This design comes from an exercise in tuning for small area on the open sky130 flow, not from production work. Function was checked by simulation only, so behaviour that the tests miss may differ from the original. Power figures rest on the tool's default switching activity, not on a simulated workload.

==> flow/design.v <==
package pio_regs_pkg;
  typedef struct packed {
    logic [15:0] int_part;
    logic [7:0]  frac;
    logic [7:0]  reserved;
  } pio_clkdiv_t;
  typedef struct packed {
    logic       exec_stalled;
    logic       side_en;
    logic       side_pindir;
    logic [4:0] jmp_pin;
    logic [4:0] out_en_sel;
    logic       inline_out_en;
    logic       out_sticky;
    logic [4:0] wrap_top;
    logic [4:0] wrap_bottom;
    logic [1:0] reserved;
    logic       status_sel;
    logic [3:0] status_n;
  } pio_execctrl_t;
  typedef struct packed {
    logic        fjoin_rx;
    logic        fjoin_tx;
    logic [4:0]  pull_thresh;
    logic [4:0]  push_thresh;
    logic        out_shiftdir;
    logic        in_shiftdir;
    logic        autopull;
    logic        autopush;
    logic [15:0] reserved;
  } pio_shiftctrl_t;
  typedef struct packed {
    logic [2:0] sideset_count;
    logic [2:0] set_count;
    logic [5:0] out_count;
    logic [4:0] in_base;
    logic [4:0] sideset_base;
    logic [4:0] set_base;
    logic [4:0] out_base;
  } pio_pinctrl_t;
  typedef union packed {
    pio_clkdiv_t             clkdiv;
    pio_execctrl_t           execctrl;
    pio_shiftctrl_t          shiftctrl;
    pio_pinctrl_t            pinctrl;
    logic [32-1:0]  raw;
  } pio_sm_word_u;
  typedef enum logic [3:0] {
    TGT_NONE,
    TGT_CTRL,
    TGT_IRQ,
    TGT_IMEM,
    TGT_CLKDIV,
    TGT_EXECCTRL,
    TGT_SHIFTCTRL,
    TGT_INSTR,
    TGT_PINCTRL
  } pio_target_e;
endpackage
`timescale 1ns/10ps
module pio_read_mux #(
  parameter int              N    = 1,
  parameter logic [N*32-1:0] MASK = '1
) (
  input  logic [N-1:0]    sel,
  input  logic [N*32-1:0] d,
  output logic [31:0]     y
);
  function automatic int count(input int b);
    count = 0;
    for (int r = 0; r < N; r++) count += MASK[r*32 + b];
  endfunction
  function automatic int nth(input int b, input int k);
    int c;
    c = 0;
    nth = 0;
    for (int r = 0; r < N; r++)
      if (MASK[r*32 + b]) begin
        if (c == k) nth = r;
        c++;
      end
  endfunction
  for (genvar b = 0; b < 32; b++) begin : g_bit
    localparam int C = count(b);
    localparam int G = C / 3;
    localparam int P = C - 3*G;
    logic [G-1:0] t;
    logic [P:0]   pa, pb;   
    for (genvar g = 0; g < G; g++) begin : g_grp
      localparam int R0 = nth(b, 3*g);
      localparam int R1 = nth(b, 3*g + 1);
      localparam int R2 = nth(b, 3*g + 2);
      pio_aoi222 u_aoi (
        .a1(sel[R0]), .b1(d[R0*32 + b]),
        .a2(sel[R1]), .b2(d[R1*32 + b]),
        .a3(sel[R2]), .b3(d[R2*32 + b]),
        .y(t[g]));
    end
    for (genvar k = 0; k < P; k++) begin : g_pair
      localparam int RK = nth(b, 3*G + k);
      assign pa[k] = sel[RK];
      assign pb[k] = d[RK*32 + b];
    end
    assign pa[P] = 1'b0;
    assign pb[P] = 1'b0;
    if (P == 0) begin : g_nand
      pio_nand_n #(.M(G)) u_or (.t(t), .y(y[b]));
    end else begin : g_tail
      pio_or_tail #(.M(G), .P(P)) u_or (.t(t), .a(pa[P-1:0]), .b(pb[P-1:0]), .y(y[b]));
    end
  end
endmodule
module pio_aoi222 (
  input  logic a1, b1, a2, b2, a3, b3,
  output logic y
);
  assign y = ~((a1 & b1) | (a2 & b2) | (a3 & b3));
endmodule
module pio_or_tail #(
  parameter int M = 2,
  parameter int P = 1
) (
  input  logic [M-1:0] t,
  input  logic [P-1:0] a,
  input  logic [P-1:0] b,
  output logic         y
);
  assign y = ~&t | |(a & b);
endmodule
module pio_nand_n #(
  parameter int M = 2
) (
  input  logic [M-1:0] t,
  output logic         y
);
  assign y = ~&t;
endmodule
`timescale 1ns/10ps
module pio_regs_top (
  input  logic                               clk,
  input  logic                               reset,
  input  logic                               sel,
  input  logic                               rw,
  input  logic [12-1:0]             addr,
  input  logic [32-1:0]             wdata,
  input  logic                               irq_set,
  input  logic [2:0]                         irq_index,
  input  logic                               irq_value,
  output logic [32-1:0]             rdata,
  output logic [4-1:0]           sm_enable,
  output logic [$clog2(32)-1:0] instr_waddr,
  output logic [16-1:0]            instr_wdata,
  output logic                               instr_we
);
  localparam int NF = 5;
  localparam logic [NF*32-1:0] MASKS = {
    32'hFFFF_FFFF, 32'h0000_FFFF, 32'hFFFF_0000,
    32'h7FFF_FF9F, 32'hFFFF_FF00
  };
  localparam logic [NF*32-1:0] RSTS = {
    32'h1400_0000, 32'h0, 32'h000C_0000,
    32'h0001_F000, 32'h0001_0000
  };
  localparam logic [NF*12-1:0] OFS = {
    12'h014, 12'h010, 12'h008,
    12'h004, 12'h000
  };
  localparam logic [6:0] W_CTRL = 7'(12'h000 >> 2);
  localparam logic [6:0] W_IRQ  = 7'(12'h030 >> 2);
  localparam logic [6:0] W_IMEM = 7'(12'h048 >> 2);
  localparam logic [6:0] W_SM   = 7'(12'h0C8 >> 2);
  logic        req_wr, req_rd, rst_pend;
  logic        req_ok;
  logic [6:0]  req_w;
  logic [31:0] wd;
  always_ff @(posedge clk or posedge reset) begin
    if (reset) begin
      req_wr   <= 1'b0;
      req_rd   <= 1'b0;
      rst_pend <= 1'b1;
      wd       <= '0;
    end else begin
      req_wr   <= sel & rw;
      req_rd   <= sel & ~rw;
      rst_pend <= 1'b0;
      wd       <= wdata;
    end
  end
  always_ff @(posedge clk) begin
    req_ok <= (addr[11:9] == 3'b000) && (addr[1:0] == 2'b00);
    req_w  <= addr[8:2];
  end
  logic [NF*4-1:0] hit;
  logic hit_ctrl, hit_irq, hit_imem;
  for (genvar r = 0; r < NF*4; r++) begin : g_hit
    localparam logic [6:0] WR = W_SM + 7'((r % 4) * (12'h018 >> 2)) + 7'(OFS[(r/4)*12 +: 12] >> 2);
    assign hit[r] = req_ok && (req_w == WR);
  end
  assign hit_ctrl = req_ok && (req_w == W_CTRL);
  assign hit_irq  = req_ok && (req_w == W_IRQ);
  assign hit_imem = req_ok && (req_w >= W_IMEM) && (req_w < W_IMEM + 7'(32));
  logic [NF*4*32-1:0] q;
  for (genvar m = 0; m < 4; m++) begin : g_sm
    for (genvar f = 0; f < NF; f++) begin : g_fld
      logic en;
      localparam int R = f*4 + m;
      assign en = (req_wr & hit[R]) | rst_pend;
      for (genvar b = 0; b < 32; b++) begin : g_bit
        if (MASKS[f*32+b]) begin : g_st
          always_ff @(posedge clk)
            if (en) q[R*32+b] <= wd[b] | (rst_pend & RSTS[f*32+b]);
        end else begin : g_zero
          assign q[R*32+b] = 1'b0;
        end
      end
    end
  end
  logic [3:0] ctrl_q;
  logic [7:0] irq_q;
  always_ff @(posedge clk or posedge reset) begin
    if (reset) begin
      ctrl_q   <= '0;
      irq_q    <= '0;
      instr_we <= 1'b0;
    end else begin
      instr_we <= req_wr & hit_imem;
      if (req_wr & hit_ctrl) ctrl_q <= wd[3:0];
      if (req_wr & hit_irq) irq_q <= wd[7:0];
      else if (irq_set) irq_q[irq_index] <= irq_value;
    end
  end
  assign sm_enable = ctrl_q;
  always_ff @(posedge clk) begin
    instr_waddr <= 5'(req_w - W_IMEM);
    instr_wdata <= wd[15:0];
  end
  logic [31:0] rd_word;
  function automatic logic [(NF*4+3)*32-1:0] rd_masks();
    for (int r = 0; r < NF*4; r++) rd_masks[r*32 +: 32] = MASKS[(r/4)*32 +: 32];
    rd_masks[NF*4*32 +: 96] = {32'hFFFF_FFFF, 32'h0000_00FF, 32'h0000_000F};
  endfunction
  pio_read_mux #(.N(NF*4 + 3), .MASK(rd_masks())) u_read_mux (
    .sel ({~req_rd, {(NF*4+2){req_rd}} & {hit_irq, hit_ctrl, hit}}),
    .d   ({rdata, 24'b0, irq_q, 28'b0, ctrl_q, q}),
    .y   (rd_word)
  );
  always_ff @(posedge clk or posedge reset) begin
    if (reset) rdata <= '0;
    else rdata <= rd_word;
  end
endmodule
==> flow/config.mk <==
export PLATFORM = sky130hd
export DESIGN_NAME = pio_regs_top
export DESIGN_NICKNAME = pio_regs_top
export VERILOG_FILES = /design/flow/design.v
export SDC_FILE = /design/flow/constraint.sdc
export NUM_CORES = 4
export LEC_CHECK = 0
export CAP_MARGIN = 20
export CORE_MARGIN = 2
export CORE_UTILIZATION = 70
export PLACE_DENSITY = 0.75
export SLEW_MARGIN = 20
export SYNTH_HIERARCHICAL = 1
export SYNTH_MINIMUM_KEEP_SIZE = 0
==> flow/constraint.sdc <==
create_clock -name core_clock -period 5.0 [get_ports {clk}]
set_input_delay 1.0000 -clock core_clock [delete_from_list [all_inputs] [get_ports {clk}]]
set_output_delay 1.0000 -clock core_clock [all_outputs]
set_load 0.01 [all_outputs]
standard.sh (not shown) runs the stock make flow with config.mk's settings and CLKGATE_MAP_FILE= SYNTH_SCRIPT=/design/flow/synth_recipe.tcl, a recipe that flattens the netlist after the stock synthesis.
==> flow/flow/run.sh <==
#!/bin/bash
# The standard layout (standard.sh, with its unchanged synthesis) with two changes:
# the port buffers use the smallest buffer cell, and CTS adds no dummy loads.
# The make output goes to make.log here; ORFS keeps each step's log under orfs/logs/.
set -euo pipefail
cd "$(dirname "$0")/.."
CTS="-sink_clustering_enable -repair_clock_nets -buf_list sky130_fd_sc_hd__clkbuf_16"
CTS="$CTS -sink_clustering_size 35 -sink_clustering_max_diameter 70 -dont_use_dummy_load"
bash standard.sh \
  "BUFFER_PORTS_ARGS=-buffer_cell sky130_fd_sc_hd__buf_1" \
  "CTS_ARGS=$CTS" \
  finish > make.log 2>&1
Change:
--- a/flow/flow/run.sh
+++ b/flow/flow/run.sh
@@ -5,6 +5,6 @@
 set -euo pipefail
 cd "$(dirname "$0")/.."
-CTS="-sink_clustering_enable -repair_clock_nets -buf_list sky130_fd_sc_hd__clkbuf_16"
-CTS="$CTS -sink_clustering_size 35 -sink_clustering_max_diameter 70 -dont_use_dummy_load"
+CTS="-sink_clustering_enable -repair_clock_nets -buf_list sky130_fd_sc_hd__clkbuf_8"
+CTS="$CTS -sink_clustering_size 20 -sink_clustering_max_diameter 70 -dont_use_dummy_load"
 bash standard.sh \
   "BUFFER_PORTS_ARGS=-buffer_cell sky130_fd_sc_hd__buf_1" \
CORE_UTILIZATION = 75   (was 70)
PLACE_DENSITY = 0.8   (was 0.75)
Cell count decreases by about 2%. Worst hold slack improves by 8.6 ps. Global-route usage increases by 2.6 points. Power decreases by about 3.2%. Via count increases by about 1.7%. Setup slack improves by 90 ps. Die area decreases by about 6.5%. Flip-flop and latch count is unchanged.
Change:
--- a/flow/flow/run.sh
+++ b/flow/flow/run.sh
@@ -5,6 +5,6 @@
 set -euo pipefail
 cd "$(dirname "$0")/.."
-CTS="-sink_clustering_enable -repair_clock_nets -buf_list sky130_fd_sc_hd__clkbuf_8"
-CTS="$CTS -sink_clustering_size 20 -sink_clustering_max_diameter 70 -dont_use_dummy_load"
+CTS="-sink_clustering_enable -repair_clock_nets -buf_list sky130_fd_sc_hd__clkbuf_16"
+CTS="$CTS -sink_clustering_size 40 -sink_clustering_max_diameter 60 -dont_use_dummy_load"
 bash standard.sh \
   "BUFFER_PORTS_ARGS=-buffer_cell sky130_fd_sc_hd__buf_1" \
Outcome: Final area increases by 1.8%. Die area does not change. Via count climbs by 0.61%. Setup slack is worse by 33 ps. Clock skew went up by 44 ps. Cell count is unchanged.
Change:
--- a/flow/flow/run.sh
+++ b/flow/flow/run.sh
@@ -5,6 +5,6 @@
 set -euo pipefail
 cd "$(dirname "$0")/.."
-CTS="-sink_clustering_enable -repair_clock_nets -buf_list sky130_fd_sc_hd__clkbuf_16"
-CTS="$CTS -sink_clustering_size 40 -sink_clustering_max_diameter 60 -dont_use_dummy_load"
+CTS="-sink_clustering_enable -repair_clock_nets -buf_list \"sky130_fd_sc_hd__clkbuf_8 sky130_fd_sc_hd__clkbuf_16\""
+CTS="$CTS -sink_clustering_size 30 -sink_clustering_max_diameter 80 -dont_use_dummy_load"
 bash standard.sh \
   "BUFFER_PORTS_ARGS=-buffer_cell sky130_fd_sc_hd__buf_1" \
The new run failed in clock tree synthesis.
Synthesized area does not change.
Synthesized cell count stays the same.

---

job 7067:
// pio_regs_top: RTL as listed in full above, without the edits since
export LEC_CHECK = 0
export CAP_MARGIN = 20
export CORE_MARGIN = 2
export CORE_UTILIZATION = 75
export PLACE_DENSITY = 0.8
export SLEW_MARGIN = 20
export SYNTH_HIERARCHICAL = 1
export SYNTH_MINIMUM_KEEP_SIZE = 0
create_clock -name core_clock -period 5.0 [get_ports {clk}]
==> flow/flow/run.sh <==
#!/bin/bash
# The standard layout (standard.sh, with its unchanged synthesis) with two changes:
# the port buffers use the smallest buffer cell, and CTS adds no dummy loads.
# The make output goes to make.log here; ORFS keeps each step's log under orfs/logs/.
set -euo pipefail
cd "$(dirname "$0")/.."
CTS="-sink_clustering_enable -repair_clock_nets -buf_list sky130_fd_sc_hd__clkbuf_8"
CTS="$CTS -sink_clustering_size 21 -sink_clustering_max_diameter 55 -dont_use_dummy_load"
bash standard.sh \
  "BUFFER_PORTS_ARGS=-buffer_cell sky130_fd_sc_hd__buf_1" \
  "CTS_ARGS=$CTS" \
  finish > make.log 2>&1
Inputs modified between job 7067 and job 9574:
# job 7067
export LEC_CHECK = 0
export CAP_MARGIN = 20
export CORE_MARGIN = 2
export CORE_UTILIZATION = 75
export PLACE_DENSITY = 0.8
export SLEW_MARGIN = 20
export SYNTH_HIERARCHICAL = 1
export SYNTH_MINIMUM_KEEP_SIZE = 0
create_clock -name core_clock -period 5.0 [get_ports {clk}]
# job 9574
export LEC_CHECK = 0
export CAP_MARGIN = 20
export CORE_MARGIN = 2
export CORE_UTILIZATION = 75
export PLACE_DENSITY = 0.88
export SLEW_MARGIN = 20
export SYNTH_HIERARCHICAL = 1
export SYNTH_MINIMUM_KEEP_SIZE = 0
create_clock -name core_clock -period 5.0 [get_ports {clk}]
==> flow/flow/run.sh <==
#!/bin/bash
# The standard layout (standard.sh, with its unchanged synthesis) with two changes:
# the port buffers use the smallest buffer cell, and CTS builds the clock tree
# from clkbuf_8 cells with its own clustering and adds no dummy loads.
# The make output goes to make.log here; ORFS keeps each step's log under orfs/logs/.
set -euo pipefail
cd "$(dirname "$0")/.."
CTS="-sink_clustering_enable -repair_clock_nets -buf_list sky130_fd_sc_hd__clkbuf_8"
CTS="$CTS -sink_clustering_size 20 -sink_clustering_max_diameter 70 -dont_use_dummy_load"
bash standard.sh \
  "BUFFER_PORTS_ARGS=-buffer_cell sky130_fd_sc_hd__buf_1" \
  "CTS_ARGS=$CTS" \
  finish > make.log 2>&1
## What came out
Per the final summary, job 9574 finished and its layout is clean on timing, DRC and antenna. Comparing estimated wirelength of the detail-placed design for job 9574 and job 7067, the bigger number came from job 9574. From job 7067 to job 9574 the numbers moved as follows: share of the clock period used by the worst path after layout higher, initial core utilization roughly the same. Relative to job 7067, the final-layout clock buffer total measured on job 9574 has decreased by a little under 10%. In terms of cell area after layout, job 7067 and job 9574 differ only marginally. Job 9574 ended with less synthesis-to-layout area growth than job 7067. From job 7067 to job 9574 the numbers moved as follows: pin slew with the least headroom to its limit saw an increase; total of fill cells in the finished design saw a decrease; routed wire length saw an increase; power in combinational cells saw little to no change.
Input changes introduced in job 6843 (baseline for comparison: job 9574):
# job 9574
export LEC_CHECK = 0
export CAP_MARGIN = 20
export CORE_MARGIN = 2
export CORE_UTILIZATION = 75
export PLACE_DENSITY = 0.88
export SLEW_MARGIN = 20
export SYNTH_HIERARCHICAL = 1
export SYNTH_MINIMUM_KEEP_SIZE = 0
create_clock -name core_clock -period 5.0 [get_ports {clk}]
# job 6843
export LEC_CHECK = 0
export CAP_MARGIN = 20
export CORE_MARGIN = 2
export CORE_UTILIZATION = 75
export PLACE_DENSITY = 0.8
export SLEW_MARGIN = 20
export SYNTH_HIERARCHICAL = 1
export SYNTH_MINIMUM_KEEP_SIZE = 0
create_clock -name core_clock -period 5.0 [get_ports {clk}]
==> flow/flow/run.sh <==
#!/bin/bash
# The standard layout (standard.sh, with its unchanged synthesis) with two changes:
# the port buffers use the smallest buffer cell, and CTS adds no dummy loads.
# The make output goes to make.log here; ORFS keeps each step's log under orfs/logs/.
set -euo pipefail
cd "$(dirname "$0")/.."
CTS="-sink_clustering_enable -repair_clock_nets -buf_list sky130_fd_sc_hd__clkbuf_8"
CTS="$CTS -sink_clustering_size 18 -sink_clustering_max_diameter 50 -dont_use_dummy_load"
bash standard.sh \
  "BUFFER_PORTS_ARGS=-buffer_cell sky130_fd_sc_hd__buf_1" \
  "CTS_ARGS=$CTS" \
  finish > make.log 2>&1
### Flow results
Comparing job 6843 with job 9574, the sequential power came out essentially unchanged.
Between job 6843 and job 9574, the part of the power in the clock network is lower for job 9574.
Per the comparison of job 6843 with job 9574, number of buffers added by the clock tree synthesis step rose by 8, non-filler instance count after layout rose by 8, worst setup slack fell by 0.071 ns.
The flip-flop and latch count of job 9574 and that of job 6843 are within noise of each other.
Diff job 9574 -> job 6843: wire length of the first global-routing pass has decreased, total power has increased, proportion of power drawn by flip-flops and latches has decreased.
The inputs of job 8738 differ from those of job 6843 as listed below.
# job 6843
export LEC_CHECK = 0
export CAP_MARGIN = 20
export CORE_MARGIN = 2
export CORE_UTILIZATION = 75
export PLACE_DENSITY = 0.8
export SLEW_MARGIN = 20
export SYNTH_HIERARCHICAL = 1
export SYNTH_MINIMUM_KEEP_SIZE = 0
create_clock -name core_clock -period 5.0 [get_ports {clk}]
# job 8738
export LEC_CHECK = 0
export CAP_MARGIN = 20
export CORE_MARGIN = 2
export CORE_UTILIZATION = 60
export SLEW_MARGIN = 20
export SYNTH_HIERARCHICAL = 1
export SYNTH_MINIMUM_KEEP_SIZE = 0
create_clock -name core_clock -period 5.0 [get_ports {clk}]
--- a/flow/flow/run.sh
+++ b/flow/flow/run.sh
@@ -6,4 +6,4 @@
 cd "$(dirname "$0")/.."
-CTS="-sink_clustering_enable -repair_clock_nets -buf_list sky130_fd_sc_hd__clkbuf_8"
-CTS="$CTS -sink_clustering_size 18 -sink_clustering_max_diameter 50 -dont_use_dummy_load"
+CTS="-sink_clustering_enable -repair_clock_nets -buf_list sky130_fd_sc_hd__clkbuf_16"
+CTS="$CTS -sink_clustering_size 30 -sink_clustering_max_diameter 80 -dont_use_dummy_load"
 bash standard.sh \
Results
[diff] die area, job 8738 relative to job 6843: regression
Job 8738 -> job 6843: first-pass GRT wire length flat
Total internal power up 2.7% in job 8738 wrt job 6843
Across both runs, post-route clock period utilization was lower for job 8738 than for job 6843.
Reported for job 6843 and job 8738, number of multi-input combinational cells turned out identical to the last digit.
diff inputs: job 8738 => job 1329
# job 8738
export LEC_CHECK = 0
export CAP_MARGIN = 20
export CORE_MARGIN = 2
export CORE_UTILIZATION = 60
export SLEW_MARGIN = 20
export SYNTH_HIERARCHICAL = 1
export SYNTH_MINIMUM_KEEP_SIZE = 0
create_clock -name core_clock -period 5.0 [get_ports {clk}]
# job 1329
export LEC_CHECK = 0
export CAP_MARGIN = 20
export CORE_MARGIN = 2
export CORE_UTILIZATION = 75
export PLACE_DENSITY = 0.8
export SLEW_MARGIN = 20
export SYNTH_HIERARCHICAL = 1
export SYNTH_MINIMUM_KEEP_SIZE = 0
create_clock -name core_clock -period 5.0 [get_ports {clk}]
==> flow/flow/run.sh <==
#!/bin/bash
# The standard layout (standard.sh, with its unchanged synthesis) with two changes:
# the port buffers use the smallest buffer cell, and CTS builds the clock tree
# from clkbuf_8 cells with its own clustering and adds no dummy loads.
# The make output goes to make.log here; ORFS keeps each step's log under orfs/logs/.
set -euo pipefail
cd "$(dirname "$0")/.."
CTS="-sink_clustering_enable -repair_clock_nets -buf_list sky130_fd_sc_hd__clkbuf_8"
CTS="$CTS -sink_clustering_size 20 -sink_clustering_max_diameter 70 -dont_use_dummy_load"
bash standard.sh \
  "BUFFER_PORTS_ARGS=-buffer_cell sky130_fd_sc_hd__buf_1" \
  "CTS_ARGS=$CTS" \
  finish > make.log 2>&1
Notes after the runs:
Density: job 1329 denser than job 8738
In job 1329 relative to job 8738, count of clock-buffer cells in the layout had gone up by more than a quarter.
Delta (job 1329 minus job 8738): met3 global-route usage rose 2.7 points; cell area after layout shrank by 1.7%; vertical die dimension decreased about 10%.
Cmp job 1329 vs job 8738: area growth from synthesis to final layout lower in job 1329
Against job 8738, job 1329 comes in 20% lower on die area.
On total count of max-transition violations in the final report, job 1329 and job 8738 are neck and neck.
Lower number of violations reported at the end of detailed-routing iteration 0 among job 1329 and job 8738: job 8738
From job 8738 to job 1329, antenna violation net count after detailed routing did not move at all.

==> what the ideal ports hide <==
The results above use ideal ports. As a check the final layouts listed here were re-extracted and re-timed, cells and wires unchanged.
Step 1 assumes that a clkbuf_16 drives the clock port and a buf_2 every other input.
Step 2, shift: input delay + t, output delay - t, t = (earliest + latest rising clock arrival at the registers) / 2. This alone moves slack from input paths to output paths.
a / b / c = no drivers / after step 1 / after step 2; a / b = the first two.
| run | t, ns | slack for setup (ns) | clock arrival spread, ns | worst data-port slew with drivers (ns) |
|---|---|---|---|---|
| the first run of note 1 | 0.601 | 1.745 / 1.745 / 1.745 | 0.058 / 0.059 | 0.03 |
| the second run of note 1 | 0.621 | 1.835 / 1.835 / 1.835 | 0.036 / 0.036 | 0.04 |
| the third run of note 1 | 0.586 | 1.803 / 1.803 / 1.803 | 0.080 / 0.081 | 0.05 |
| job 7067 | 0.601 | 1.875 / 1.875 / 1.875 | 0.056 / 0.056 | 0.04 |
| job 9574 | 0.605 | 1.793 / 1.793 / 1.793 | 0.028 / 0.028 | 0.04 |
| job 6843 | 0.618 | 1.723 / 1.723 / 1.723 | 0.050 / 0.050 | 0.04 |
| job 8738 | 0.614 | 1.878 / 1.878 / 1.878 | 0.050 / 0.050 | 0.04 |
| job 1329 | 0.621 | 1.835 / 1.835 / 1.835 | 0.036 / 0.036 | 0.04 |
After both steps setup and hold are still met in every run listed.
